From an optimization exercise on the open Yosys and OpenROAD flow, aimed at small area; shortcuts taken in it are not production practice.
Function was checked by simulation only, so behaviour that the tests miss may differ from the original.
Power figures rest on the tool's default switching activity, not on a simulated workload.

==> run D: inputs <==
Design tlb_top, start of the top module:
module tlb_top (
    input  wire                         clk,
    input  wire                         rst_n,
    input  wire logic                   translate_do,
    input  wire tlb_addr_pkg::linear_addr_t  translate_linear,
    input  wire logic                   rw,
    input  wire logic                   write_do,
    input  wire tlb_addr_pkg::linear_addr_t  write_linear,
    input  wire tlb_addr_pkg::phys_addr_t    write_physical,
    input  wire logic                   write_combined_rw,
    input  wire logic                   write_combined_su,
    input  wire logic                   flush_single_do,
    input  wire tlb_addr_pkg::linear_addr_t  flush_single_linear,
    input  wire logic                   flush_all_do,
    output logic                        translate_valid,
    output tlb_addr_pkg::phys_addr_t    translate_physical,
    output logic                        translate_combined_rw,
    output logic                        translate_combined_su
);
clock: 10.0 ns
lec_check: 0
cap_margin: 20
core_margin: 2
core_utilization: 30
slew_margin: 20
run.sh (not shown) runs the stock make flow with config.mk's settings and CLKGATE_MAP_FILE= SYNTH_SCRIPT=/design/flow/synth_recipe.tcl, a recipe that flattens the netlist after the stock synthesis.
==> run P: changes against run D <==
==> flow/design.v (replaced) <==
`default_nettype none
package tlb_addr_pkg;
    typedef logic [20+12-1:0] linear_addr_t;
    typedef logic [20+12-1:0] phys_addr_t;
    typedef logic [20-1:0] page_num_t;
    typedef logic [12-1:0] page_offset_t;
endpackage
`default_nettype wire
`default_nettype none
package tlb_entry_pkg;
    typedef logic [43:0] tlb_entry_t;
    typedef logic [5-1:0] entry_idx_t;
    typedef logic [32-1:0] entry_mask_t;
    typedef logic [32-2:0] plru_tree_t;
endpackage
`default_nettype wire
`timescale 1ns/1ps
`default_nettype none
module tlb_entry_array (
    input  wire                         clk,
    input  wire                         rst_n,
    input  wire tlb_entry_pkg::entry_mask_t  write_mask,
    input  wire tlb_addr_pkg::linear_addr_t  write_linear,
    input  wire tlb_addr_pkg::phys_addr_t    write_physical,
    input  wire logic                   write_combined_rw,
    input  wire logic                   write_combined_su,
    input  wire logic                   rw,
    input  wire logic                   flush_single_do,
    input  wire tlb_addr_pkg::linear_addr_t  flush_single_linear,
    input  wire logic                   flush_all_do,
    input  wire tlb_entry_pkg::entry_mask_t  stale_mask,
    output logic [32-1:0][20-1:0] vpage,
    output logic [32-1:0][20-1:0] ppage,
    output tlb_entry_pkg::entry_mask_t  rw_vec,
    output tlb_entry_pkg::entry_mask_t  su_vec,
    output tlb_entry_pkg::entry_mask_t  dirty_vec,
    output tlb_entry_pkg::entry_mask_t  valid_vec
);
    tlb_addr_pkg::page_num_t    flush_page;
    assign flush_page = flush_single_linear[12 +: 20];
    for (genvar i = 0; i < 32; i++) begin : g_entry
        logic flush_hit;
        assign flush_hit = flush_single_do && valid_vec[i] && (vpage[i] == flush_page);
        always_ff @(posedge clk) begin
            if (!rst_n) begin
                valid_vec[i] <= 1'b0;
            end else if (flush_all_do || flush_hit || stale_mask[i]) begin
                valid_vec[i] <= 1'b0;
            end else if (write_mask[i]) begin
                valid_vec[i] <= 1'b1;
            end
        end
        always_ff @(posedge clk) begin
            if (write_mask[i]) begin
                vpage[i]     <= write_linear[12 +: 20];
                ppage[i]     <= write_physical[12 +: 20];
                rw_vec[i]    <= write_combined_rw;
                su_vec[i]    <= write_combined_su;
                dirty_vec[i] <= rw;
            end
        end
    end
endmodule
`default_nettype wire
`timescale 1ns/1ps
`default_nettype none
module tlb_lookup (
    input  wire logic                   translate_do,
    input  wire logic                   rw,
    input  wire tlb_addr_pkg::linear_addr_t  translate_linear,
    input  wire logic [32-1:0][20-1:0] vpage,
    input  wire logic [32-1:0][20-1:0] ppage,
    input  wire tlb_entry_pkg::entry_mask_t  rw_vec,
    input  wire tlb_entry_pkg::entry_mask_t  su_vec,
    input  wire tlb_entry_pkg::entry_mask_t  dirty_vec,
    input  wire tlb_entry_pkg::entry_mask_t  valid_vec,
    output tlb_entry_pkg::entry_mask_t  hit_mask,
    output logic                        hit_any,
    output tlb_entry_pkg::entry_mask_t  stale_mask,
    output logic                        translate_valid,
    output logic                        translate_combined_rw,
    output logic                        translate_combined_su,
    output tlb_addr_pkg::phys_addr_t    translate_physical
);
    tlb_addr_pkg::page_num_t    page;
    tlb_addr_pkg::page_num_t    sel_ppage;
    logic                       sel_rw;
    logic                       sel_su;
    logic                       sel_dirty;
    assign page = translate_linear[12 +: 20];
    always_comb begin
        for (int i = 0; i < 32; i++) begin
            hit_mask[i] = translate_do && valid_vec[i] && (vpage[i] == page);
        end
    end
    always_comb begin
        sel_ppage = '0;
        for (int i = 0; i < 32; i++) begin
            sel_ppage = sel_ppage | (ppage[i] & {20{hit_mask[i]}});
        end
    end
    assign sel_rw    = |(rw_vec & hit_mask);
    assign sel_su    = |(su_vec & hit_mask);
    assign sel_dirty = |(dirty_vec & hit_mask);
    assign hit_any   = |hit_mask;
    assign stale_mask = rw ? (hit_mask & ~dirty_vec) : '0;
    assign translate_valid = hit_any && (!rw || sel_dirty);
    assign translate_physical[12-1:0] = translate_linear[12-1:0];
    assign translate_physical[12 +: 20] =
        translate_valid ? sel_ppage : page;
    assign translate_combined_rw = sel_rw;
    assign translate_combined_su = sel_su;
endmodule
`default_nettype wire
`timescale 1ns/1ps
`default_nettype none
module tlb_replace (
    input  wire                         clk,
    input  wire                         rst_n,
    input  wire logic                   write_do,
    input  wire logic                   flush_all_do,
    input  wire tlb_entry_pkg::entry_mask_t  valid_vec,
    input  wire tlb_entry_pkg::entry_mask_t  hit_mask,
    input  wire logic                   hit_any,
    output tlb_entry_pkg::entry_mask_t  write_mask
);
    tlb_entry_pkg::plru_tree_t   tree;
    tlb_entry_pkg::plru_tree_t   tree_next;
    tlb_entry_pkg::entry_idx_t   free_idx;
    tlb_entry_pkg::entry_idx_t   victim_idx;
    tlb_entry_pkg::entry_idx_t   write_idx;
    tlb_entry_pkg::entry_idx_t   hit_idx;
    tlb_entry_pkg::entry_idx_t   touch_idx;
    logic                        full;
    logic                        touch_write;
    assign full = &valid_vec;
    always_comb begin
        free_idx = '0;
        for (int i = 32-1; i >= 0; i--) begin
            if (!valid_vec[i]) begin
                free_idx = tlb_entry_pkg::entry_idx_t'(i);
            end
        end
    end
    always_comb begin
        int   node;
        logic go_upper;
        node       = 0;
        victim_idx = '0;
        for (int l = 0; l < 5; l++) begin
            go_upper = ~tree[node];
            victim_idx[5-1-l] = go_upper;
            node = 2*node + (go_upper ? 2 : 1);
        end
    end
    assign write_idx  = full ? victim_idx : free_idx;
    assign write_mask = write_do ?
        (tlb_entry_pkg::entry_mask_t'(1) << write_idx) : '0;
    always_comb begin
        hit_idx = '0;
        for (int i = 0; i < 32; i++) begin
            if (hit_mask[i]) begin
                hit_idx = hit_idx | tlb_entry_pkg::entry_idx_t'(i);
            end
        end
    end
    assign touch_write = write_do && (!hit_any || write_idx < hit_idx);
    assign touch_idx   = touch_write ? write_idx : hit_idx;
    always_comb begin
        int   node;
        logic upper;
        tree_next = tree;
        node      = 0;
        for (int l = 0; l < 5; l++) begin
            upper = touch_idx[5-1-l];
            tree_next[node] = upper;
            node = 2*node + (upper ? 2 : 1);
        end
    end
    always_ff @(posedge clk) begin
        if (!rst_n) begin
            tree <= '0;
        end else if (flush_all_do) begin
            tree <= '0;
        end else if (write_do || hit_any) begin
            tree <= tree_next;
        end
    end
endmodule
`default_nettype wire
`timescale 1ns/1ps
`default_nettype none
module tlb_top (
    input  wire                         clk,
    input  wire                         rst_n,
    input  wire logic                   translate_do,
    input  wire tlb_addr_pkg::linear_addr_t  translate_linear,
    input  wire logic                   rw,
    input  wire logic                   write_do,
    input  wire tlb_addr_pkg::linear_addr_t  write_linear,
    input  wire tlb_addr_pkg::phys_addr_t    write_physical,
    input  wire logic                   write_combined_rw,
    input  wire logic                   write_combined_su,
    input  wire logic                   flush_single_do,
    input  wire tlb_addr_pkg::linear_addr_t  flush_single_linear,
    input  wire logic                   flush_all_do,
    output logic                        translate_valid,
    output tlb_addr_pkg::phys_addr_t    translate_physical,
    output logic                        translate_combined_rw,
    output logic                        translate_combined_su
);
    logic [32-1:0][20-1:0] vpage;
    logic [32-1:0][20-1:0] ppage;
    tlb_entry_pkg::entry_mask_t  rw_vec;
    tlb_entry_pkg::entry_mask_t  su_vec;
    tlb_entry_pkg::entry_mask_t  dirty_vec;
    tlb_entry_pkg::entry_mask_t  valid_vec;
    tlb_entry_pkg::entry_mask_t  hit_mask;
    logic                        hit_any;
    tlb_entry_pkg::entry_mask_t  stale_mask;
    tlb_entry_pkg::entry_mask_t  write_mask;
    tlb_entry_array u_entry_array (
        .clk                 (clk),
        .rst_n               (rst_n),
        .write_mask          (write_mask),
        .write_linear        (write_linear),
        .write_physical      (write_physical),
        .write_combined_rw   (write_combined_rw),
        .write_combined_su   (write_combined_su),
        .rw                  (rw),
        .flush_single_do     (flush_single_do),
        .flush_single_linear (flush_single_linear),
        .flush_all_do        (flush_all_do),
        .stale_mask          (stale_mask),
        .vpage               (vpage),
        .ppage               (ppage),
        .rw_vec              (rw_vec),
        .su_vec              (su_vec),
        .dirty_vec           (dirty_vec),
        .valid_vec           (valid_vec)
    );
    tlb_lookup u_lookup (
        .translate_do          (translate_do),
        .rw                    (rw),
        .translate_linear      (translate_linear),
        .vpage                 (vpage),
        .ppage                 (ppage),
        .rw_vec                (rw_vec),
        .su_vec                (su_vec),
        .dirty_vec             (dirty_vec),
        .valid_vec             (valid_vec),
        .hit_mask              (hit_mask),
        .hit_any               (hit_any),
        .stale_mask            (stale_mask),
        .translate_valid       (translate_valid),
        .translate_combined_rw (translate_combined_rw),
        .translate_combined_su (translate_combined_su),
        .translate_physical    (translate_physical)
    );
    tlb_replace u_replace (
        .clk          (clk),
        .rst_n        (rst_n),
        .write_do     (write_do),
        .flush_all_do (flush_all_do),
        .valid_vec    (valid_vec),
        .hit_mask     (hit_mask),
        .hit_any      (hit_any),
        .write_mask   (write_mask)
    );
endmodule
`default_nettype wire
Settings changed: ABC_AREA from default to 1.
==> run summary <==
quantity                                                                                 run P                        run D
DIE AREA                                                                            229000 µm²                   253000 µm²
Comb_multi_in                                                                             3550                         7601
Grt met1 use                                                                             35.7%                        38.1%
Filler cell count                                                                        21900                        26200
Bufs w/o clock                                                                             372                          444
Design Power                                                                           13.4 mW                      13.0 mW
Max power group                                                               sequential cells                        clock
Row Count                                                                                  174                          183
Iteration-0 DRC count of the detailed router                                             12700                        13400
Final weighted congestion in routability-driven placement                                0.983                         1.01
Sequential share of power                                                                49.7%                        44.4%
Global-route wire length before repair                                               427000 µm                    545000 µm
Result of the run                                                               finished clean               finished clean
Tcrit/Tclk final                                                                         94.0%                        93.5%
Fraction of post-synthesis cell area in the top cell type by area                        61.1%                        38.5%
Part of the power in the clock network                                                   42.4%                        46.4%
Pwr dens                                                                            171 nW/µm²                   152 nW/µm²
Time the final worst path needs with I/O delays and setup                              9.40 ns                      9.35 ns
Hold worst-path end                                                u_entry_array.valid_vec[31]  u_entry_array.entries[1252]
Worst-case register-to-register setup slack                                            1.03 ns                      1.13 ns
Power consumed by the clock network                                                    5.67 mW                      6.01 mW
Placeable core area                                                                 224000 µm²                   248000 µm²
Post-Synthesis Net Count                                                                  6014                        10100

========
==> run a: inputs <==
Another version of the RTL of tlb_top (not shown whole).
==> module tlb_select_bit, before the edit <==
module tlb_select_bit (
    input  wire tlb_entry_pkg::entry_mask_t  sel,
    input  wire tlb_entry_pkg::entry_mask_t  data,
    output logic                        out
);
    assign out = |(sel & data);
endmodule
==> module tlb_lookup, before the edit <==
module tlb_lookup (
    input  wire logic                   rw,
    input  wire tlb_addr_pkg::linear_addr_t  translate_linear,
    input  wire logic [32-1:0][20-1:0] ppage,
    input  wire tlb_entry_pkg::entry_mask_t  rw_vec,
    input  wire tlb_entry_pkg::entry_mask_t  su_vec,
    input  wire tlb_entry_pkg::entry_mask_t  dirty_vec,
    input  wire tlb_entry_pkg::entry_mask_t  hit_mask,
    output logic                        translate_valid,
    output logic                        translate_combined_rw,
    output logic                        translate_combined_su,
    output tlb_addr_pkg::phys_addr_t    translate_physical
);
    tlb_addr_pkg::page_num_t    page;
    tlb_addr_pkg::page_num_t    sel_ppage;
    logic                       sel_dirty;
    logic                       hit_any;
    assign page = translate_linear[12 +: 20];
    for (genvar b = 0; b < 20; b++) begin : g_ppage
        tlb_entry_pkg::entry_mask_t column;
        for (genvar i = 0; i < 32; i++) begin : g_slot
            assign column[i] = ppage[i][b];
        end
        tlb_select_bit u_sel (.sel(hit_mask), .data(column), .out(sel_ppage[b]));
    end
    tlb_select_bit u_sel_rw    (.sel(hit_mask), .data(rw_vec),    .out(translate_combined_rw));
    tlb_select_bit u_sel_su    (.sel(hit_mask), .data(su_vec),    .out(translate_combined_su));
    tlb_select_bit u_sel_dirty (.sel(hit_mask), .data(dirty_vec), .out(sel_dirty));
    assign hit_any = |hit_mask;
    assign translate_valid = hit_any && (!rw || sel_dirty);
    assign translate_physical[12-1:0] = translate_linear[12-1:0];
    assign translate_physical[12 +: 20] =
        translate_valid ? sel_ppage : page;
endmodule
==> module tlb_replace, before the edit <==
module tlb_replace (
    input  wire                         clk,
    input  wire                         rst_n,
    input  wire logic                   write_do,
    input  wire logic                   flush_all_do,
    input  wire tlb_entry_pkg::entry_mask_t  valid_vec,
    input  wire tlb_entry_pkg::entry_mask_t  hit_mask,
    output tlb_entry_pkg::entry_mask_t  write_mask
);
    localparam int N = 32;
    tlb_entry_pkg::plru_tree_t   tree;
    tlb_entry_pkg::plru_tree_t   tree_next;
    tlb_entry_pkg::entry_mask_t  touch_mask;
    logic [2*N-2:0]              all_valid;
    logic [2*N-2:0]              go_node;
    logic [N-2:0]                go_lower;
    logic [2*N-2:0]              any_m;
    logic [N-2:0]                on_path;
    logic                        full;
    always_comb begin
        all_valid[2*N-2:N-1] = valid_vec;
        for (int n = N-2; n >= 0; n--) begin
            all_valid[n] = all_valid[2*n+1] && all_valid[2*n+2];
        end
    end
    assign full = all_valid[0];
    always_comb begin
        go_node[0] = write_do;
        for (int n = 0; n < N-1; n++) begin
            go_lower[n]       = full ? tree[n] : !all_valid[2*n+1];
            go_node[2*n+1] = go_node[n] &&  go_lower[n];
            go_node[2*n+2] = go_node[n] && !go_lower[n];
        end
        write_mask = go_node[2*N-2:N-1];
    end
    always_comb begin
        any_m[2*N-2:N-1] = write_mask | hit_mask;
        for (int n = N-2; n >= 0; n--) begin
            any_m[n] = any_m[2*n+1] || any_m[2*n+2];
        end
    end
    always_comb begin
        on_path[0] = any_m[0];
        for (int n = 0; n < N/2-1; n++) begin
            on_path[2*n+1] = on_path[n] &&  any_m[2*n+1];
            on_path[2*n+2] = on_path[n] && !any_m[2*n+1];
        end
    end
    always_comb begin
        for (int n = 0; n < N-1; n++) begin
            tree_next[n] = on_path[n] ? !any_m[2*n+1] : tree[n];
        end
    end
    always_ff @(posedge clk) begin
        if (!rst_n) begin
            tree <= '0;
        end else if (flush_all_do) begin
            tree <= '0;
        end else begin
            tree <= tree_next;
        end
    end
endmodule
Settings: LEC_CHECK=0, CAP_MARGIN=20, CORE_MARGIN=2, CORE_UTILIZATION=30, PLACE_DENSITY=0.9, SLEW_MARGIN=20, SYNTH_HIERARCHICAL=1; clock period 10.0 ns.
standard.sh (not shown) runs the stock make flow with config.mk's settings and CLKGATE_MAP_FILE= SYNTH_SCRIPT=/design/flow/synth_recipe.tcl, a recipe that flattens the netlist after the stock synthesis.
==> flow/flow/run.sh <==
#!/bin/bash
# The standard layout, with buf_4 as the port buffers and a clock tree of
# clkbuf_8 leaf buffers in clusters of at most 15 sinks, with no dummy loads.
set -euo pipefail
export BUFFER_PORTS_ARGS="-buffer_cell sky130_fd_sc_hd__buf_4"
export CTS_ARGS="-sink_clustering_enable -repair_clock_nets -dont_use_dummy_load -sink_clustering_size 15 -sink_clustering_max_diameter 70 -buf_list sky130_fd_sc_hd__clkbuf_8"
bash standard.sh > standard.log 2>&1
==> inputs of run b, as changes to run a <==
--- a/flow/design.v
+++ b/flow/design.v
@@ -111,11 +111,4 @@
 `timescale 1ns/1ps
 `default_nettype none
-module tlb_select_bit (
-    input  wire tlb_entry_pkg::entry_mask_t  sel,
-    input  wire tlb_entry_pkg::entry_mask_t  data,
-    output logic                        out
-);
-    assign out = |(sel & data);
-endmodule
 module tlb_lookup (
     input  wire logic                   rw,
@@ -133,22 +126,25 @@
     tlb_addr_pkg::page_num_t    page;
     tlb_addr_pkg::page_num_t    sel_ppage;
+    logic                       sel_rw;
+    logic                       sel_su;
     logic                       sel_dirty;
     logic                       hit_any;
     assign page = translate_linear[12 +: 20];
-    for (genvar b = 0; b < 20; b++) begin : g_ppage
-        tlb_entry_pkg::entry_mask_t column;
-        for (genvar i = 0; i < 32; i++) begin : g_slot
-            assign column[i] = ppage[i][b];
-        end
-        tlb_select_bit u_sel (.sel(hit_mask), .data(column), .out(sel_ppage[b]));
-    end
-    tlb_select_bit u_sel_rw    (.sel(hit_mask), .data(rw_vec),    .out(translate_combined_rw));
-    tlb_select_bit u_sel_su    (.sel(hit_mask), .data(su_vec),    .out(translate_combined_su));
-    tlb_select_bit u_sel_dirty (.sel(hit_mask), .data(dirty_vec), .out(sel_dirty));
-    assign hit_any = |hit_mask;
+    always_comb begin
+        sel_ppage = '0;
+        for (int i = 0; i < 32; i++) begin
+            sel_ppage = sel_ppage | (ppage[i] & {20{hit_mask[i]}});
+        end
+    end
+    assign sel_rw    = |(rw_vec & hit_mask);
+    assign sel_su    = |(su_vec & hit_mask);
+    assign sel_dirty = |(dirty_vec & hit_mask);
+    assign hit_any   = |hit_mask;
     assign translate_valid = hit_any && (!rw || sel_dirty);
     assign translate_physical[12-1:0] = translate_linear[12-1:0];
     assign translate_physical[12 +: 20] =
         translate_valid ? sel_ppage : page;
+    assign translate_combined_rw = sel_rw;
+    assign translate_combined_su = sel_su;
 endmodule
 `default_nettype wire
@@ -167,43 +163,50 @@
     tlb_entry_pkg::plru_tree_t   tree;
     tlb_entry_pkg::plru_tree_t   tree_next;
+    tlb_entry_pkg::entry_mask_t  free_mask;
+    tlb_entry_pkg::entry_mask_t  victim_mask;
+    tlb_entry_pkg::entry_mask_t  sel_mask;
     tlb_entry_pkg::entry_mask_t  touch_mask;
-    logic [2*N-2:0]              all_valid;
-    logic [2*N-2:0]              go_node;
-    logic [N-2:0]                go_lower;
-    logic [2*N-2:0]              any_m;
-    logic [N-2:0]                on_path;
+    logic [2*N-2:0]              vic_node;
+    logic [2*N-2:0]              any_w;
+    logic [2*N-2:0]              any_h;
+    logic [2*N-2:0]              any_t;
     logic                        full;
-    always_comb begin
-        all_valid[2*N-2:N-1] = valid_vec;
+    assign full = &valid_vec;
+    always_comb begin
+        logic seen;
+        seen = 1'b0;
+        for (int i = 0; i < N; i++) begin
+            free_mask[i] = !valid_vec[i] && !seen;
+            seen = seen || !valid_vec[i];
+        end
+    end
+    always_comb begin
+        vic_node[0] = 1'b1;
+        for (int n = 0; n < N-1; n++) begin
+            vic_node[2*n+1] = vic_node[n] &&  tree[n];
+            vic_node[2*n+2] = vic_node[n] && !tree[n];
+        end
+        victim_mask = vic_node[2*N-2:N-1];
+    end
+    assign sel_mask   = full ? victim_mask : free_mask;
+    assign write_mask = write_do ? sel_mask : '0;
+    always_comb begin
+        any_w[2*N-2:N-1] = write_mask;
+        any_h[2*N-2:N-1] = hit_mask;
         for (int n = N-2; n >= 0; n--) begin
-            all_valid[n] = all_valid[2*n+1] && all_valid[2*n+2];
-        end
-    end
-    assign full = all_valid[0];
-    always_comb begin
-        go_node[0] = write_do;
+            any_w[n] = any_w[2*n+1] || any_w[2*n+2];
+            any_h[n] = any_h[2*n+1] || any_h[2*n+2];
+        end
+    end
+    always_comb begin
+        any_t[0] = any_w[0] || any_h[0];
         for (int n = 0; n < N-1; n++) begin
-            go_lower[n]       = full ? tree[n] : !all_valid[2*n+1];
-            go_node[2*n+1] = go_node[n] &&  go_lower[n];
-            go_node[2*n+2] = go_node[n] && !go_lower[n];
-        end
-        write_mask = go_node[2*N-2:N-1];
-    end
-    always_comb begin
-        any_m[2*N-2:N-1] = write_mask | hit_mask;
-        for (int n = N-2; n >= 0; n--) begin
-            any_m[n] = any_m[2*n+1] || any_m[2*n+2];
-        end
-    end
-    always_comb begin
-        on_path[0] = any_m[0];
-        for (int n = 0; n < N/2-1; n++) begin
-            on_path[2*n+1] = on_path[n] &&  any_m[2*n+1];
-            on_path[2*n+2] = on_path[n] && !any_m[2*n+1];
+            any_t[2*n+1] = any_t[n] && (any_w[2*n+1] || any_h[2*n+1]);
+            any_t[2*n+2] = any_t[n] && !(any_w[2*n+1] || any_h[2*n+1]);
         end
     end
     always_comb begin
         for (int n = 0; n < N-1; n++) begin
-            tree_next[n] = on_path[n] ? !any_m[2*n+1] : tree[n];
+            tree_next[n] = any_t[n] ? any_t[2*n+2] : tree[n];
         end
     end
==> flow/run.sh (new file) <==
#!/bin/bash
# synth_recipe.tcl (not shown) runs the flow's synth.tcl, then flattens the netlist and writes it again
# the make line also repeats each setting of config.mk as NAME=value (left out here)
make -C /OpenROAD-flow-scripts/flow DESIGN_CONFIG=/design/flow/config.mk WORK_HOME=/design/flow/orfs CLKGATE_MAP_FILE= SYNTH_SCRIPT=/design/flow/synth_recipe.tcl finish
- CTS_CLUSTER_DIAMETER: unset -> 80
- CTS_CLUSTER_SIZE: unset -> 22
- PLACE_DENSITY: 0.9 -> unset
removed: flow/flow/run.sh
removed: flow/standard.sh
==> inputs of run c, as changes to run a <==
--- a/flow/design.v
+++ b/flow/design.v
@@ -167,27 +167,31 @@
     tlb_entry_pkg::plru_tree_t   tree;
     tlb_entry_pkg::plru_tree_t   tree_next;
+    tlb_entry_pkg::entry_mask_t  free_mask;
+    tlb_entry_pkg::entry_mask_t  victim_mask;
+    tlb_entry_pkg::entry_mask_t  sel_mask;
     tlb_entry_pkg::entry_mask_t  touch_mask;
-    logic [2*N-2:0]              all_valid;
-    logic [2*N-2:0]              go_node;
-    logic [N-2:0]                go_lower;
+    logic [2*N-2:0]              vic_node;
     logic [2*N-2:0]              any_m;
     logic [N-2:0]                on_path;
     logic                        full;
-    always_comb begin
-        all_valid[2*N-2:N-1] = valid_vec;
-        for (int n = N-2; n >= 0; n--) begin
-            all_valid[n] = all_valid[2*n+1] && all_valid[2*n+2];
-        end
-    end
-    assign full = all_valid[0];
-    always_comb begin
-        go_node[0] = write_do;
+    assign full = &valid_vec;
+    always_comb begin
+        logic seen;
+        seen = 1'b0;
+        for (int i = 0; i < N; i++) begin
+            free_mask[i] = !valid_vec[i] && !seen;
+            seen = seen || !valid_vec[i];
+        end
+    end
+    always_comb begin
+        vic_node[0] = 1'b1;
         for (int n = 0; n < N-1; n++) begin
-            go_lower[n]       = full ? tree[n] : !all_valid[2*n+1];
-            go_node[2*n+1] = go_node[n] &&  go_lower[n];
-            go_node[2*n+2] = go_node[n] && !go_lower[n];
-        end
-        write_mask = go_node[2*N-2:N-1];
-    end
+            vic_node[2*n+1] = vic_node[n] &&  tree[n];
+            vic_node[2*n+2] = vic_node[n] && !tree[n];
+        end
+        victim_mask = vic_node[2*N-2:N-1];
+    end
+    assign sel_mask   = full ? victim_mask : free_mask;
+    assign write_mask = write_do ? sel_mask : '0;
     always_comb begin
         any_m[2*N-2:N-1] = write_mask | hit_mask;
==> flow/flow/run.sh (replaced) <==
#!/bin/bash
# The standard layout, with a clock tree of smaller clkbuf_8 leaf buffers in
# clusters of at most 15 sinks and no dummy loads.
set -euo pipefail
export CTS_ARGS="-sink_clustering_enable -repair_clock_nets -dont_use_dummy_load -sink_clustering_size 15 -sink_clustering_max_diameter 70 -buf_list sky130_fd_sc_hd__clkbuf_8"
bash standard.sh > standard.log 2>&1
- PLACE_DENSITY: 0.9 -> unset
==> qor summary <==
| item | run a | run b | run c |
|---|---|---|---|
| Fmax achieved | 121 MHz | 115 MHz | 116 MHz |
| Post-Synthesis Mean Instance Area | 15.4 µm² | 15.1 µm² | 15.2 µm² |
| Reg-to-reg critical path startpoint | u_entry_array.g_entry[24].u_slot.valid$_SDFFE_PP0P_ | u_entry_array.g_entry[8].u_slot.valid$_SDFFE_PP0P_ | u_entry_array.g_entry[11].u_slot.valid$_SDFFE_PP0P_ |
| Arrival time at the worst endpoint | 6.29 ns | 6.67 ns | 6.62 ns |
| Sum of routed wire segments on met1 | 72500 µm | 101000 µm | 97600 µm |
| Relative area change from synthesis to final layout | 10.6% | 12.2% | 11.8% |
| Run status | timing/DRC/antenna clean | timing/DRC/antenna clean | timing/DRC/antenna clean |
| Number of logic inverters in the finished layout | 81 | 76 | 82 |
| Drt total wl | 216000 µm | 250000 µm | 230000 µm |
| Fill cell instance count of the final layout | 19800 | 20600 | 20500 |
| Utilization of the core after routing | 0.333 | 0.338 | 0.337 |
| Maximum ir drop on the vdd rail | 155 µV | 129 µV | 112 µV |
| Count of different cell masters after synthesis | 84 | 83 | 75 |
| Multi-input comb cells | 2614 | 2673 | 2658 |
| Clock latency (worst-skew pair) | 0.87 ns | 0.75 ns | 0.89 ns |
| Core region area | 212000 µm² | 214000 µm² | 212000 µm² |

## static timing again, ports no longer ideal
Ports are ideal in the flow. The routed layouts listed here were re-timed in OpenROAD.
Step 1: set_driving_cell puts a clkbuf_16 on clk and a buf_2 on each other input, an assumption about the parent block.
Step 2 times the ports against the registers' clock, not the clock port: input delays grow and output delays shrink by t, the midpoint of the rising clock arrivals with the driver on.
a / b / c = ideal / step 1 / step 2; a / b = the first two.
run	t, ns	slack for setup (ns)	worst setup path after step 2	cell pins on the clock port's net
run D	0.947	0.647 / 0.619 / 0.619	input to output	1
run P	0.891	0.600 / 0.581 / 0.459	input to register	1
run a	0.910	1.706 / 1.667 / 1.667	input to output	1
run b	0.821	1.333 / 1.301 / 1.301	input to output	1
run c	0.934	1.381 / 1.350 / 1.350	input to output	1
After both steps setup and hold are still met in every run listed. The setup slack of run P, which loses most, moves by -0.019 ns with the drivers and by -0.141 ns with both steps.
